Background: an optimization exercise with open tools, aiming at small area, a short achievable clock period and few clock cycles per item. Do not read the settings as production practice.
Function was not checked in any run shown here: the RTL went through the layout flow alone.

## flow/design.v

```verilog
package mexp_pkg;
    localparam int OPERAND_WIDTH_DEF = 32;
endpackage
module mexp_est (
    input  logic [7:0] u,
    input  logic [7:0] v,
    input  logic [7:0] k,
    output logic       ge
);
    logic [7:0] a, b;
    logic [6:0] g0, t0, g1, t1, g2, t2, g3;
    assign a = u ^ v ^ k;
    assign b = {(u[6:0] & v[6:0]) | (u[6:0] & k[6:0]) | (v[6:0] & k[6:0]), 1'b0};
    always_comb
    begin
        g0 = a[6:0] & b[6:0];
        t0 = a[6:0] | b[6:0];
        for (int i = 0; i < 7; i++)
        begin
            g1[i] = (i >= 1) ? (g0[i] | (t0[i] & g0[i-1])) : g0[i];
            t1[i] = (i >= 1) ? (t0[i] & t0[i-1]) : t0[i];
        end
        for (int i = 0; i < 7; i++)
        begin
            g2[i] = (i >= 2) ? (g1[i] | (t1[i] & g1[i-2])) : g1[i];
            t2[i] = (i >= 2) ? (t1[i] & t1[i-2]) : t1[i];
        end
        for (int i = 0; i < 7; i++)
            g3[i] = (i >= 4) ? (g2[i] | (t2[i] & g2[i-4])) : g2[i];
    end
    assign ge = !(a[7] ^ b[7] ^ g3[6]);
endmodule
module modular_exponentiation_core #(
    parameter int OPERAND_WIDTH = mexp_pkg::OPERAND_WIDTH_DEF
) (
    input  logic                            clk,
    input  logic                            rst_n,
    input  logic                            start,
    output logic                            busy,
    input  logic signed [OPERAND_WIDTH-1:0] base_value,
    input  logic        [OPERAND_WIDTH-1:0] exponent,
    input  logic        [OPERAND_WIDTH-1:0] modulus,
    output logic        [OPERAND_WIDTH-1:0] power_result,
    output logic                            modulus_zero,
    output logic                            done
);
    localparam int W  = 32;
    localparam int AW = 33;    
    localparam int I_IDLE  = 0;
    localparam int I_NZ    = 1;    
    localparam int I_NORM  = 2;    
    localparam int I_EXPZ  = 3;    
    localparam int I_BUB   = 4;    
    localparam int I_MUL   = 5;    
    localparam int I_CONV  = 6;    
    localparam int I_FIXB  = 7;    
    localparam int I_FIX   = 8;    
    localparam int I_FCONV = 9;    
    localparam int I_SHR   = 10;   
    localparam int I_DONE  = 11;
    localparam int NS      = 12;
    logic [NS-1:0]   st;
    logic [NS-1:0]   st_next;
    logic [W-1:0]    n_reg;      
    logic [W-1:0]    e_reg;      
    logic [W-1:0]    b_reg;      
    logic [AW-1:0]   r_reg;      
    logic [AW-1:0]   s_reg;      
    logic [AW-1:0]   c_reg;      
    logic [4:0]      sh_reg;     
    logic [4:0]      j_reg;      
    logic [5:0]      kc_reg;     
    logic [4:0]      ec_reg;     
    logic            sq_reg;     
    logic            dpos_reg;   
    logic            dneg_reg;   
    logic            dn1_reg;    
    logic            dn2_reg;    
    logic [3:0]      qq_reg;     
    logic [3:0]      qo;         
    logic [7:0]      e1u_reg;    
    logic [7:0]      e1v_reg;    
    logic            fany_reg;   
    logic            fm_reg;     
    logic [4:0]      mo_reg;     
    logic            mz_reg;
    logic            busy_reg;
    logic            done_reg;
    logic            x_inv;
    logic [AW-1:0]   s2, c2, da, xq, n1, n2;
    logic [AW-1:0]   r1s, r1c, r2s, r2c;
    assign n1    = {1'b0, n_reg};
    assign n2    = {n_reg, 1'b0};
    assign qo    = {qq_reg[3] & ~fany_reg,
                    qq_reg[2] & ~qq_reg[3] & ~fany_reg,
                    (qq_reg[0] & ~qq_reg[1] & ~fany_reg) | fm_reg,
                    ~qq_reg[0] & ~fany_reg};
    assign x_inv = qq_reg[2] & ~fany_reg;
    assign s2 = {s_reg[AW-2:0], 1'b0};
    assign c2 = {c_reg[AW-2:0], 1'b0};
    assign da = ({AW{dpos_reg}} & r_reg) | ({AW{dneg_reg}} & ~r_reg);
    assign xq = ({AW{qo[0]}} & n2) | ({AW{qo[1]}} & n1) |
                ({AW{qo[2]}} & ~n1) | ({AW{qo[3]}} & ~n2);
    assign r1s = s2 ^ c2 ^ da;
    assign r1c = {(s2[AW-2:0] & c2[AW-2:0]) | (s2[AW-2:0] & da[AW-2:0]) |
                  (c2[AW-2:0] & da[AW-2:0]), dneg_reg};
    assign r2s = r1s ^ r1c ^ xq;
    assign r2c = {(r1s[AW-2:0] & r1c[AW-2:0]) | (r1s[AW-2:0] & xq[AW-2:0]) |
                  (r1c[AW-2:0] & xq[AW-2:0]), x_inv};
    logic [7:0]      qn9, n4_9, n2_9;
    logic [3:0]      qq_next;
    assign n4_9 = {1'b0, n_reg[31:25]};
    assign n2_9 = {2'b00, n_reg[31:26]};
    assign qn9  = ({8{qo[0]}} & n4_9) | ({8{qo[1]}} & n2_9) |
                  ({8{qo[2]}} & ~n2_9) | ({8{qo[3]}} & ~n4_9);
    logic [7:0]      e1u, e1v, e2u, e2v;
    logic [AW-1:0]   s_d, c_d;
    assign s_d = (st[I_BUB] || st[I_FIXB]) ? '0 : r2s;
    assign c_d = (st[I_BUB] || st[I_FIXB]) ? '0 : r2c;
    assign e1u = s_d[32:25] ^ c_d[32:25] ^ t9;
    assign e1v = {(s_d[31:25] & c_d[31:25]) | (s_d[31:25] & t9[6:0]) |
                  (c_d[31:25] & t9[6:0]), 1'b0};
    assign e2u = e1u_reg ^ e1v_reg ^ qn9;
    assign e2v = {(e1u_reg[6:0] & e1v_reg[6:0]) | (e1u_reg[6:0] & qn9[6:0]) |
                  (e1v_reg[6:0] & qn9[6:0]), 1'b0};
    for (genvar k = 0; k < 4; k++)
    begin : g_est
        mexp_est u_est (
            .u  (e2u),
            .v  (e2v),
            .k  (kth_all[8*k +: 8]),
            .ge (qq_next[k])
        );
    end
    logic [7:0]      a1_9, a2_9, t9;
    logic [11:0]     a3_12;      
    logic            y_top, y_t1, y_t2;
    logic            ybit;
    logic            sq_next;
    logic [2:0]      ytop_next;
    assign y_top = sq_reg ? r_reg[32] : b_reg[31];
    assign y_t1  = sq_reg ? r_reg[31] : b_reg[30];
    assign y_t2  = sq_reg ? r_reg[30] : b_reg[29];
    assign ybit  = yw[j_reg];
    assign sq_next   = !(sq_reg && e_reg[31]);
    assign ytop_next = sq_next ? sum[32:30] : b_reg[31:29];
    function automatic logic [4:0] m_onehot(input logic [2:0] m);
        case (m)
            3'b001:  m_onehot = 5'b00001;
            3'b010:  m_onehot = 5'b00010;
            3'b011:  m_onehot = 5'b00100;
            3'b111:  m_onehot = 5'b01000;
            3'b110:  m_onehot = 5'b10000;
            default: m_onehot = 5'b00000;
        endcase
    endfunction
    assign a1_9  = {r_reg[32], r_reg[32], r_reg[32:27]};
    assign a2_9  = {r_reg[32], r_reg[32:26]};
    assign a3_12 = {r_reg[32], r_reg[32], r_reg[32:23]} + {r_reg[32], r_reg[32:22]};
    assign t9 = ({8{mo_reg[0]}} & a1_9) | ({8{mo_reg[1]}} & a2_9) |
                ({8{mo_reg[2]}} & a3_12[11:4]) | ({8{mo_reg[3]}} & ~a1_9) |
                ({8{mo_reg[4]}} & ~a2_9);
    function automatic logic [31:0] kth_of(input int n);
        int c;
        logic [31:0] r;
        for (int k = 0; k < 4; k++)
        begin
            c = 2 * k - 3;
            r[8*k +: 8] = 8'(-((c * n - 5) >>> 2));
        end
        kth_of = r;
    endfunction
    logic [31:0] kth_tab [32];
    logic [31:0] kth_all;
    for (genvar v = 0; v < 32; v++)
    begin : g_kth
        assign kth_tab[v] = kth_of(32 + v);
    end
    assign kth_all = kth_tab[n_reg[30:26]];
    logic [AW-1:0]   sum;
    logic [AW-1:0]   one_s;
    logic [31:0]     yw;
    assign sum = s_reg + c_reg;
    assign yw  = sq_reg ? r_reg[31:0] : b_reg;
    always_comb
    begin
        one_s = '0;
        if (sh_reg != 5'd31 && !mz_reg)
            one_s[sh_reg] = 1'b1;
    end
    always_comb
    begin
        st_next = '0;
        if (st[I_IDLE] || st[I_DONE])
        begin
            if (start) st_next[I_NZ]   = 1'b1;
            else       st_next[I_IDLE] = 1'b1;
        end
        if (st[I_NZ])
            st_next[I_NORM] = 1'b1;
        if (st[I_NORM])
        begin
            if (mz_reg)          st_next[I_DONE] = 1'b1;
            else if (n_reg[31])  st_next[I_EXPZ] = 1'b1;
            else                 st_next[I_NORM] = 1'b1;
        end
        if (st[I_EXPZ])
        begin
            if (e_reg[31])             st_next[I_BUB]  = 1'b1;
            else if (ec_reg == 5'd0)   st_next[I_FIXB] = 1'b1;
            else                       st_next[I_EXPZ] = 1'b1;
        end
        if (st[I_BUB])
            st_next[I_MUL] = 1'b1;
        if (st[I_MUL])
        begin
            if (kc_reg == 6'd0) st_next[I_CONV] = 1'b1;
            else                st_next[I_MUL]  = 1'b1;
        end
        if (st[I_CONV])
        begin
            if ((!sq_reg || !e_reg[31]) && ec_reg == 5'd0) st_next[I_FIXB] = 1'b1;
            else                                            st_next[I_BUB]  = 1'b1;
        end
        if (st[I_FIXB])
            st_next[I_FIX] = 1'b1;
        if (st[I_FIX])
            st_next[I_FCONV] = 1'b1;
        if (st[I_FCONV])
        begin
            if (sh_reg == 5'd0) st_next[I_DONE] = 1'b1;
            else                st_next[I_SHR]  = 1'b1;
        end
        if (st[I_SHR])
        begin
            if (sh_reg == 5'd1) st_next[I_DONE] = 1'b1;
            else                st_next[I_SHR]  = 1'b1;
        end
    end
    always_ff @(posedge clk or negedge rst_n)
    begin
        if (!rst_n)
        begin
            st       <= NS'(1) << I_IDLE;
            busy_reg <= 1'b0;
            done_reg <= 1'b0;
        end
        else
        begin
            st       <= st_next;
            busy_reg <= !(st_next[I_IDLE] || st_next[I_DONE]);
            done_reg <= st_next[I_DONE];
        end
    end
    always_ff @(posedge clk)
    begin
        s_reg   <= s_d;
        c_reg   <= c_d;
        e1u_reg <= e1u;
        e1v_reg <= e1v;
        qq_reg  <= qq_next;
        if (st[I_IDLE] || st[I_DONE])
        begin
            n_reg  <= modulus;
            e_reg  <= exponent;
            b_reg  <= base_value;
            sh_reg <= 5'd0;
        end
        mz_reg <= (n_reg == '0);
        if (st[I_NORM])
        begin
            ec_reg <= 5'd31;
            if (n_reg[31] || mz_reg)
                r_reg <= one_s;
            else
            begin
                n_reg  <= {n_reg[30:0], 1'b0};
                sh_reg <= sh_reg + 5'd1;
            end
        end
        if (st[I_EXPZ])
        begin
            mo_reg <= m_onehot({b_reg[31], b_reg[31], b_reg[30]});
            if (e_reg[31])
                sq_reg <= 1'b0;
            else
            begin
                e_reg  <= {e_reg[30:0], 1'b0};
                ec_reg <= ec_reg - 5'd1;
            end
        end
        if (st[I_BUB])
        begin
            mo_reg   <= m_onehot({1'b0, y_t1, y_t2});
            dpos_reg <= 1'b0;
            dneg_reg <= y_top;
            dn1_reg  <= y_t1;
            dn2_reg  <= y_t2;
            fany_reg <= 1'b1;
            fm_reg   <= 1'b0;
            j_reg    <= sq_reg ? 5'd29 : 5'd28;
            kc_reg   <= sq_reg ? (6'd32 - {1'b0, sh_reg}) : 6'd31;
        end
        if (st[I_MUL])
        begin
            fany_reg <= 1'b0;
            fm_reg   <= 1'b0;
            dpos_reg <= dn1_reg;
            dneg_reg <= 1'b0;
            dn1_reg  <= dn2_reg;
            dn2_reg  <= ybit;
            mo_reg   <= m_onehot({1'b0, dn2_reg, ybit});
            j_reg    <= j_reg - 5'd1;
            kc_reg   <= kc_reg - 6'd1;
        end
        if (st[I_CONV])
        begin
            r_reg  <= sum;
            mo_reg <= m_onehot({ytop_next[2], ytop_next[2], ytop_next[1]});
            if (sq_reg && e_reg[31])
                sq_reg <= 1'b0;
            else
            begin
                sq_reg <= 1'b1;
                e_reg  <= {e_reg[30:0], 1'b0};
                ec_reg <= ec_reg - 5'd1;
            end
        end
        if (st[I_FIXB])
        begin
            fany_reg <= 1'b1;
            fm_reg   <= r_reg[32];
            dpos_reg <= 1'b1;
            dneg_reg <= 1'b0;
        end
        if (st[I_FCONV])
            r_reg <= sum;
        if (st[I_SHR])
        begin
            r_reg  <= {1'b0, r_reg[AW-1:1]};
            sh_reg <= sh_reg - 5'd1;
        end
    end
    assign busy         = busy_reg;
    assign done         = done_reg;
    assign power_result = r_reg[W-1:0];
    assign modulus_zero = mz_reg;
endmodule
```

## flow/flow/run.sh

```bash
#!/bin/bash
# Standard ORFS layout with two changes that leave the constraints alone:
# the port buffers are the smallest buffer cell, and the resizer aims for
# more setup slack than the clock period needs.
set -euo pipefail
bash standard.sh "BUFFER_PORTS_ARGS=-buffer_cell sky130_fd_sc_hd__buf_1" SETUP_SLACK_MARGIN=6.0 finish > orfs_make.log 2>&1
```

## flow/constraint.sdc

```tcl
create_clock -name core_clock -period 9.0 [get_ports {clk}]
set_input_delay 1.8000 -clock core_clock [delete_from_list [all_inputs] [get_ports {clk}]]
set_output_delay 1.8000 -clock core_clock [all_outputs]
set_load 0.01 [all_outputs]
```

## flow/standard.sh

```bash
#!/bin/bash
# synth_recipe.tcl (not shown) runs the flow's synth.tcl, then flattens the netlist and writes it again
# the make line also repeats each setting of config.mk as NAME=value (left out here)
make -C /OpenROAD-flow-scripts/flow DESIGN_CONFIG=/design/flow/config.mk WORK_HOME=/design/flow/orfs CLKGATE_MAP_FILE= SYNTH_SCRIPT=/design/flow/synth_recipe.tcl "${@:-finish}"
```

## flow/config.mk

```make
export PLATFORM = sky130hd
export DESIGN_NAME = modular_exponentiation_core
export DESIGN_NICKNAME = modular_exponentiation_core
export VERILOG_FILES = /design/flow/design.v
export SDC_FILE = /design/flow/constraint.sdc
export NUM_CORES = 4
export LEC_CHECK = 0
export CAP_MARGIN = 20
export CORE_MARGIN = 2
export CORE_UTILIZATION = 40
export CTS_CLUSTER_DIAMETER = 150
export CTS_CLUSTER_SIZE = 24
export SETUP_SLACK_MARGIN = 5
export SLEW_MARGIN = 20
export SYNTH_HIERARCHICAL = 1
export SYNTH_MINIMUM_KEEP_SIZE = 0
```

==> results of run 1 <==
[cell usage after synthesis, types with 21 or more instances]
cell type / n / area (sq um)
nor2_1: 79 / 296.5
mux2i_1: 103 / 1031
xnor2_1: 57 / 499.2
fa_1: 100 / 2002
ha_1: 54 / 675.7
clkbuf_1: 78 / 292.8
inv_1: 227 / 852.1
edfxtp_1: 84 / 2522
a21oi_1: 82 / 410.4
o21ai_0: 146 / 730.7
nand2_1: 233 / 874.6
o211ai_1: 36 / 270.3
dfxtp_1: 164 / 3283
xor2_1: 21 / 183.9
and2_1: 58 / 362.9
[per-stage QoR]
stage / hold WS, ns / cells / setup WS (ns)
detailed placement: 0.3380 / 2436 / 5.305
floorplan: 0.3312 / 1852 / 5.941
global route: 0.3705 / 2530 / 5.730
finish: 0.3678 / 2530 / 5.868
CTS: 0.3667 / 2509 / 5.915
global placement: 0.3340 / 2436 / 5.405
[layout make-up]
class	count	area [sq um]
inverter	230	867.1
fill	4032	22870
multi-input combinational	1267	10020
clock inverter	1	5.005
tap	539	674.4
sequential	261	6161
clock buffer	22	401.6
timing repair buffer	210	1130
[routing by layer]
layer  share of wire (%)  GRT usage, %
met2                  49         36.19
met3                 5.9         2.899
met5               0.028             0
met1                  43         28.58
met4                 1.9         4.735
[modules after synthesis, one instance, submodules excluded]
module,cells inside,copies in the design,cell area (sq um),flip-flops and latches
modular_exponentiation_core,1691,1,15910,261
mexp_est,37,4,304.0,0
[cell families after synthesis]
logic type	after synthesis	share of synthesized area, %
DFF	261	35.80
and+or+nand+nor	486	13.17
buffers and inverters	327	7.538
muxes	131	9.218
adders and majority gates	158	15.89
other	2	0.04384
AOI/OAI and AO/OA	396	14.35
xor gates and xnor gates	78	3.988
[timing repair]
item | in CTS | in global routing
setup buffers | 46 | 21
hold buffers | 0 | 0
cloned | 4 | 0
pin swaps | 17 | 20
gates resized for setup | 44 | 32
endpoints found under the setup margin | 56 | 39
[worst max-delay path, stage by stage (launching register included)]
cell      delay (ns)
dfxtp_4         0.39
nand2b_4        0.14
or2_4           0.28
o211ai_1        0.27
fa_2            0.58
fa_1            0.51
or2b_4          0.28
a31oi_4         0.17
o221ai_2        0.11
a22oi_2         0.18
xnor2_1         0.15
[cells in the final DEF (no fill, tap or decap), types with 14 or more instances in the layout]
master	instances
nand2_1	231
inv_1	226
dfxtp_1	152
o21ai_0	143
buf_1	127
mux2i_1	103
fa_1	97
edfxtp_1	84
a21oi_1	78
nor2_1	77
buf_4	70
and2_1	57
xnor2_1	56
ha_1	54
o211ai_1	36
xor2_1	21
nor3_1	19
nand2b_1	15
conb_1	15
clkbuf_16	15
nand3_1	14
mux4_2	14
[how the worst max path moves through the flow]
stage | startpoint | endpoint | slack (ns) | cells past startpoint
floorplan | fany_reg$_SDFFE_PP1P_ | qq_reg[0]$_DFF_P_ | 5.94 | 12
global placement | dneg_reg$_SDFFE_PP0P_ | e1u_reg[0]$_DFF_P_ | 5.40 | 8
detailed placement | dneg_reg$_SDFFE_PP0P_ | e1u_reg[0]$_DFF_P_ | 5.30 | 8
CTS | fany_reg$_SDFFE_PP1P_ | qq_reg[1]$_DFF_P_ | 5.92 | 10
global route | fany_reg$_SDFFE_PP1P_ | qq_reg[0]$_DFF_P_ | 5.73 | 10
finish | fany_reg$_SDFFE_PP1P_ | qq_reg[0]$_DFF_P_ | 5.87 | 10
==> run_results.csv, run 1 <==
group,metric,value,unit
worst_setup_path,cp.arrival,3.56,ns
floorplanning,die_w,210.9,um
cts,clk_latency,0.51,ns
global_routing,grt_overflow,0,
finish,drive_gt1_share,10.30,%
worst_hold_path,hold_path_depth,0,
finish,diodes,0,
logic_synthesis,yosys_warnings,9,
global_routing,antenna_found_initial,1,
finish,area_growth_syn_to_layout,12.43,%
logic_synthesis,ys.flop_type,"dfxtp_1",
sta,finalCritPeriodShare,34.80,%
flow_run,drv_cap,0,
sta,final-setup-viol-count,0,
cts,cts_max_path_buffers,3,
worst_setup_path,critPathMaxFanout,7,
routing,viasPerCell,5.338,
floorplanning,num_rows,75,
sta,maxSlewViolCount,0,
sta,rsz0062_at_grt,"yes",
cts,cts_sinks,261,
logic_synthesis,synth_area,0.01713,sq mm
sta,tns,0,ns
logic_synthesis,ys_seq_area_share,35.80,%
routing,first_iter_violations,1073,
worst_hold_path,whs_endpoint,"st[9]$_DFF_PN0_",
finish,utilization,45.71,%
placed_design,place_area,0.01803,sq mm
logic_synthesis,synth-edff-count,84,
logic_synthesis,ys_types,75,
floorplanning,dieHeight,210.9,um
cts,root_buffer,"clkbuf_16",
outcome,status,"complete, no violations",
worst_setup_path,reg2reg_to,"qq_reg[0]$_DFF_P_",
global_routing,grt_max_degree,71,
worst_setup_path,rr_worst_depth,10,
floorplanning,start_util,40.66,%
cts,cts_tree,"built",
routing,drcViolationCount,0,
worst_setup_path,start_kind,"flop",
finish,finalInstanceArea,0.01926,sq mm
routing,wl_per_cell,18.68,um
worst_setup_path,cp.required,9.43,ns
sta,relSlewSlack,30.34,%
logic_synthesis,synth_area_per_cell,9.315,sq um
worst_setup_path,worstSetupPathType,"reg2reg",
cts,numCtsBuffers,14,
cts,clkTransAtPathRegs,0.10,ns
routing,first_pass_iters,6,
placed_design,routabilityCongestion,0.8848,
routing,routed_wl,47260,um
global_routing,grt_pass1_vias,13170,
logic_synthesis,syn_inst,1839,
floorplanning,dieArea,0.04450,sq mm
sta,layout_min_cycle_time,3.132,ns
finish,nets,2237,
sta,finClkSkew,0.02340,ns
global_routing,track_usage,21.16,%
floorplanning,coreArea,0.04213,sq mm
logic_synthesis,async_flop_share,4.981,%
worst_setup_path,cp-end-kind,"flop",
sta,worst_pin_slew,1.041,ns
global_routing,grt_pass1_wl,73360,um
routing,num_vias,13500,
routing,ant_nets,0,
cts,htreeDepth,1,
sta,fmax,319.3,MHz
worst_setup_path,r2r_start,"fany_reg$_SDFFE_PP1P_",
worst_hold_path,hold_class,"reg2reg",
floorplanning,io_pins,134,
logic_synthesis,synth-seq-cells,261,
placed_design,io_buffers,133,
worst_setup_path,ff2ff_setup_slack,5.87,ns
sta,hold_viol_final,0,
placed_design,dp_hpwl,34130,um
worst_hold_path,min_from,"st[8]$_DFF_PN0_",
==> inputs of run 2 (changes only) <==
--- a/flow/design.v
+++ b/flow/design.v
@@ -84,4 +84,7 @@
     logic            fm_reg;     
+    logic [7:0]      a3_reg;     
     logic [4:0]      mo_reg;     
     logic            mz_reg;
+    logic [W-1:0]    pr_reg;     
+    logic [AW-1:0]   r_d;        
     logic            busy_reg;
@@ -135,3 +138,3 @@
     logic [7:0]      a1_9, a2_9, t9;
-    logic [11:0]     a3_12;      
+    logic [11:0]     a3_12;
     logic            y_top, y_t1, y_t2;
@@ -160,3 +163,3 @@
     assign t9 = ({8{mo_reg[0]}} & a1_9) | ({8{mo_reg[1]}} & a2_9) |
-                ({8{mo_reg[2]}} & a3_12[11:4]) | ({8{mo_reg[3]}} & ~a1_9) |
+                ({8{mo_reg[2]}} & a3_reg) | ({8{mo_reg[3]}} & ~a1_9) |
                 ({8{mo_reg[4]}} & ~a2_9);
@@ -192,2 +195,12 @@
     begin
+        r_d = r_reg;
+        if (st[I_NORM] && (n_reg[31] || mz_reg))
+            r_d = one_s;
+        if (st[I_CONV] || st[I_FCONV])
+            r_d = sum;
+        if (st[I_SHR])
+            r_d = {1'b0, r_reg[AW-1:1]};
+    end
+    always_comb
+    begin
         st_next = '0;
@@ -269,2 +282,4 @@
         mz_reg <= (n_reg == '0);
+        r_reg  <= r_d;
+        pr_reg <= {W{st_next[I_DONE]}} & r_d[W-1:0];
         if (st[I_NORM])
@@ -272,5 +287,3 @@
             ec_reg <= 5'd31;
-            if (n_reg[31] || mz_reg)
-                r_reg <= one_s;
-            else
+            if (!(n_reg[31] || mz_reg))
             begin
@@ -293,2 +306,3 @@
         begin
+            a3_reg   <= a3_12[11:4];
             mo_reg   <= m_onehot({1'b0, y_t1, y_t2});
@@ -317,3 +331,2 @@
         begin
-            r_reg  <= sum;
             mo_reg <= m_onehot({ytop_next[2], ytop_next[2], ytop_next[1]});
@@ -335,9 +348,4 @@
         end
-        if (st[I_FCONV])
-            r_reg <= sum;
         if (st[I_SHR])
-        begin
-            r_reg  <= {1'b0, r_reg[AW-1:1]};
             sh_reg <= sh_reg - 5'd1;
-        end
     end
@@ -345,3 +353,3 @@
     assign done         = done_reg;
-    assign power_result = r_reg[W-1:0];
+    assign power_result = pr_reg;
     assign modulus_zero = mz_reg;
--- a/flow/flow/run.sh
+++ b/flow/flow/run.sh
@@ -5,2 +5,2 @@
 set -euo pipefail
-bash standard.sh "BUFFER_PORTS_ARGS=-buffer_cell sky130_fd_sc_hd__buf_1" SETUP_SLACK_MARGIN=6.0 finish > orfs_make.log 2>&1
+bash standard.sh "BUFFER_PORTS_ARGS=-buffer_cell sky130_fd_sc_hd__buf_1" SETUP_SLACK_MARGIN=6.2 finish > orfs_make.log 2>&1
==> run_results.csv, run 2 <==
group,metric,value,unit
placed_design,routabilityCongestion,0.8682,
finish,area_growth_syn_to_layout,13.60,%
finish,fill_cells,4377,
cts,clkTransAtPathRegs,0.10,ns
cts,root_buffer,"clkbuf_16",
floorplanning,start_util,40.42,%
worst_setup_path,rr_worst_depth,10,
finish,drive_gt1_share,14.51,%
worst_setup_path,r2r_start,"fany_reg$_SDFFE_PP1P_",
sta,tns,0,ns
cts,htreeDepth,1,
worst_setup_path,slowest_delay,0.55,ns
worst_setup_path,cp.arrival,3.49,ns
worst_setup_path,path_cells,"nand2b_4 -> or2_4 -> o211ai_1 -> fa_2 -> fa_1 -> or2b_4 -> a31oi_4 -> o221ai_2 -> a22oi_2 -> xnor2_1",
worst_setup_path,cp-end-kind,"flop",
placed_design,place_area,0.01927,sq mm
routing,wl_per_cell,18.75,um
worst_setup_path,reg2reg_to,"qq_reg[1]$_DFF_P_",
flow_run,drv_cap,0,
sta,hold_viol_final,0,
logic_synthesis,ys_seq_area_share,36.57,%
worst_setup_path,critPathMaxFanout,7,
worst_hold_path,min_from,"st[8]$_DFF_PN0_",
outcome,status,"complete, no violations",
worst_setup_path,start_kind,"flop",
logic_synthesis,synthTopCellsByCount,"229 x nand2_1, 228 x dfxtp_1, 225 x inv_1, 150 x o21ai_0, 100 x fa_1",
routing,num_vias,14190,
placed_design,dp_hpwl,37720,um
floorplanning,io_pins,134,
floorplanning,num_rows,78,
logic_synthesis,ys.flop_type,"dfxtp_1",
cts,clk_latency,0.54,ns
cts,cts_tree,"built",
sta,maxSlewViolCount,0,
logic_synthesis,yosys_warnings,9,
worst_hold_path,hold_class,"reg2reg",
floorplanning,die_w,217.9,um
global_routing,grt_overflow,0,
sta,fmax,329.3,MHz
routing,routed_wl,50260,um
cts,numCtsBuffers,16,
cts,hold_buffers,0,
worst_setup_path,cp.required,9.46,ns
floorplanning,coreArea,0.04528,sq mm
logic_synthesis,synthTopCellsByArea,"dfxtp_1 25%, fa_1 11%, edfxtp_1 9.8%, mux2i_1 5.4%, nand2_1 4.7%",
global_routing,antenna_found_initial,0,
worst_setup_path,cp-endpoint,"qq_reg[1]$_DFF_P_",
finish,final_cell_mix,"227 x nand2_1, 221 x inv_1, 192 x dfxtp_1",
worst_setup_path,worstSetupStartpoint,"fany_reg$_SDFFE_PP1P_",
logic_synthesis,yosys.area.top_type,"dfxtp_1",
logic_synthesis,syn_inst,1971,
sta,worst_pin_slew,1.115,ns
worst_setup_path,worstSetupPathType,"reg2reg",
routing,first_iter_violations,1181,
routing,first_pass_iters,5,
placed_design,io_buffers,133,
logic_synthesis,synth-edff-count,60,
global_routing,grt_max_degree,69,
sta,finalCritPeriodShare,33.74,%
worst_setup_path,crit_path_top_delay_cell,"fa_2",
logic_synthesis,synth_most_common_cell,"nand2_1",
finish,nets,2326,
sta,layout_min_cycle_time,3.037,ns
sta,finClkSkew,0.02731,ns
sta,rsz0062_at_grt,"yes",
sta,final-setup-viol-count,0,
floorplanning,dieArea,0.04748,sq mm
logic_synthesis,synth_area,0.01830,sq mm
finish,register_area,0.006755,sq mm
routing,viasPerCell,5.293,
global_routing,track_usage,21.29,%
worst_setup_path,cp_top_family,"adder cells",
routing,drcViolationCount,0,
cts,cts_max_path_buffers,3,
worst_setup_path,cp.buffers_inverters,0,
logic_synthesis,ys_types,91,
sta,setup_slack,5.963,ns
worst_setup_path,ff2ff_setup_slack,5.96,ns
finish,diodes,0,
routing,ant_nets,0,
global_routing,grt_pass1_wl,79980,um
sta,relSlewSlack,25.68,%
cts,cts_sinks,301,
worst_setup_path,cp_num_cells,10,
finish,layout_commonest_cell,"nand2_1",
finish,multi_input_area,0.01094,sq mm
finish,finalInstanceArea,0.02079,sq mm
logic_synthesis,async_flop_share,4.319,%
logic_synthesis,synth_area_per_cell,9.286,sq um
logic_synthesis,synth_top_area_share,24.94,%
floorplanning,dieHeight,217.9,um
logic_synthesis,synth-seq-cells,301,
global_routing,grt_pass1_vias,14290,
placed_design,place_ws,5.511,ns
[run 2: cell types whose count changed after synthesis, sizes merged, moves of 8 or more]
cell | before | now
a221oi | 8 | 24
clkbuf | 78 | 93
a31oi | 7 | 15
and2 | 58 | 84
dfxtp | 164 | 228
a211oi | 11 | 23
a32oi | 9 | 1
xnor2 | 57 | 49
nor3 | 19 | 34
edfxtp | 84 | 60
[run 2: final cells by class]
cell class,count,area share (%)
Clock buffer,23,2.154
Clock inverter,2,0.07222
Inverter,227,4.146
Multi-Input combinational cell,1345,52.60
Sequential cell,301,32.49
Tap cell,600,3.611
Timing Repair Buffer,182,4.893
Timing Repair inverter,1,0.03611
[run 2: how the worst min path moves through the flow]
stage | slack (ns) | cells past startpoint | endpoint
after floorplan | 0.33 | 0 | st[9]$_DFF_PN0_
after global placement | 0.33 | 0 | st[9]$_DFF_PN0_
after detailed placement | 0.34 | 0 | st[9]$_DFF_PN0_
after CTS | 0.36 | 0 | st[9]$_DFF_PN0_
after global routing | 0.38 | 0 | st[9]$_DFF_PN0_
final | 0.36 | 0 | st[9]$_DFF_PN0_
[run 2: metal layers]
layer  vias to the layer above  track usage, %  wire [um]
met5                         -               0          0
met4                         0           5.533       1238
met3                        65           4.017       3219
met2                       405           34.37      22840
met1                      6812           29.25      22950
li1                       6909               -          -
[run 2: per-stage QoR]
| step | utilization (%) | hold WS, ns | std cells |
|---|---|---|---|
| 6_report | 45.91 | 0.3591 | 2681 |
| 5_1_grt | 45.91 | 0.3804 | 2681 |
| 4_1_cts | 44.97 | 0.3587 | 2666 |
| 3_5_place_dp | 42.56 | 0.3355 | 2617 |
| 3_3_place_gp | 42.56 | 0.3341 | 2617 |
| 2_1_floorplan | - | 0.3312 | 1984 |
[run 2: cells by family after synthesis]
family | synth area share [%]
and+or+nand+nor | 14.22
AOI/OAI and AO/OA | 15.78
buffers and inverters | 7.253
DFF | 36.57
adders and majority gates | 14.81
muxes | 7.882
xor gates and xnor gates | 3.445
other | 0.04103
[run 2: timing repair]
item,4_1_cts,5_1_grt
setup buffers,19,15
pin swaps,20,26
gates cloned,5,0
endpoints found under the setup margin,112,77
gates resized for setup,139,73
[run 2: Yosys stat by module, one instance, submodules excluded]
module                       cells inside  flops+latches  times used
modular_exponentiation_core          1823            301           1
mexp_est                               37              0           4
[run 2: worst reg2reg max path, cell delays in order (launching register included)]
cell and delay [ns]:
dfxtp_4 0.39, nand2b_4 0.15, or2_4 0.28, o211ai_1 0.26, fa_2 0.55, fa_1 0.47, or2b_4 0.27, a31oi_4 0.16
o221ai_2 0.12, a22oi_2 0.19, xnor2_1 0.13

==> what the ideal ports hide <==
No port has a modelled driver above. Below, the same layouts with a new extraction and two added sets of constraints.
Step 1: set_driving_cell puts a clkbuf_16 on clk and a buf_2 on each other input, an assumption about the parent block.
Step 2 moves the port delays by t, midway between the first and last clock arrival at a register: inputs arrive t later, outputs are due t later. That takes back most of the time a late clock gives input paths.
a / b / c = ideal / step 1 / step 2; a / b = the first two.
| run | t, ns | setup slack, ns | hold WS [ns] |
|---|---|---|---|
| run 1 | 0.556 | 5.868 / 5.868 / 5.868 | 0.368 / 0.368 / 0.368 |
| run 2 | 0.577 | 5.963 / 5.963 / 5.963 | 0.359 / 0.359 / 0.359 |
After both steps every run listed still meets setup and hold.
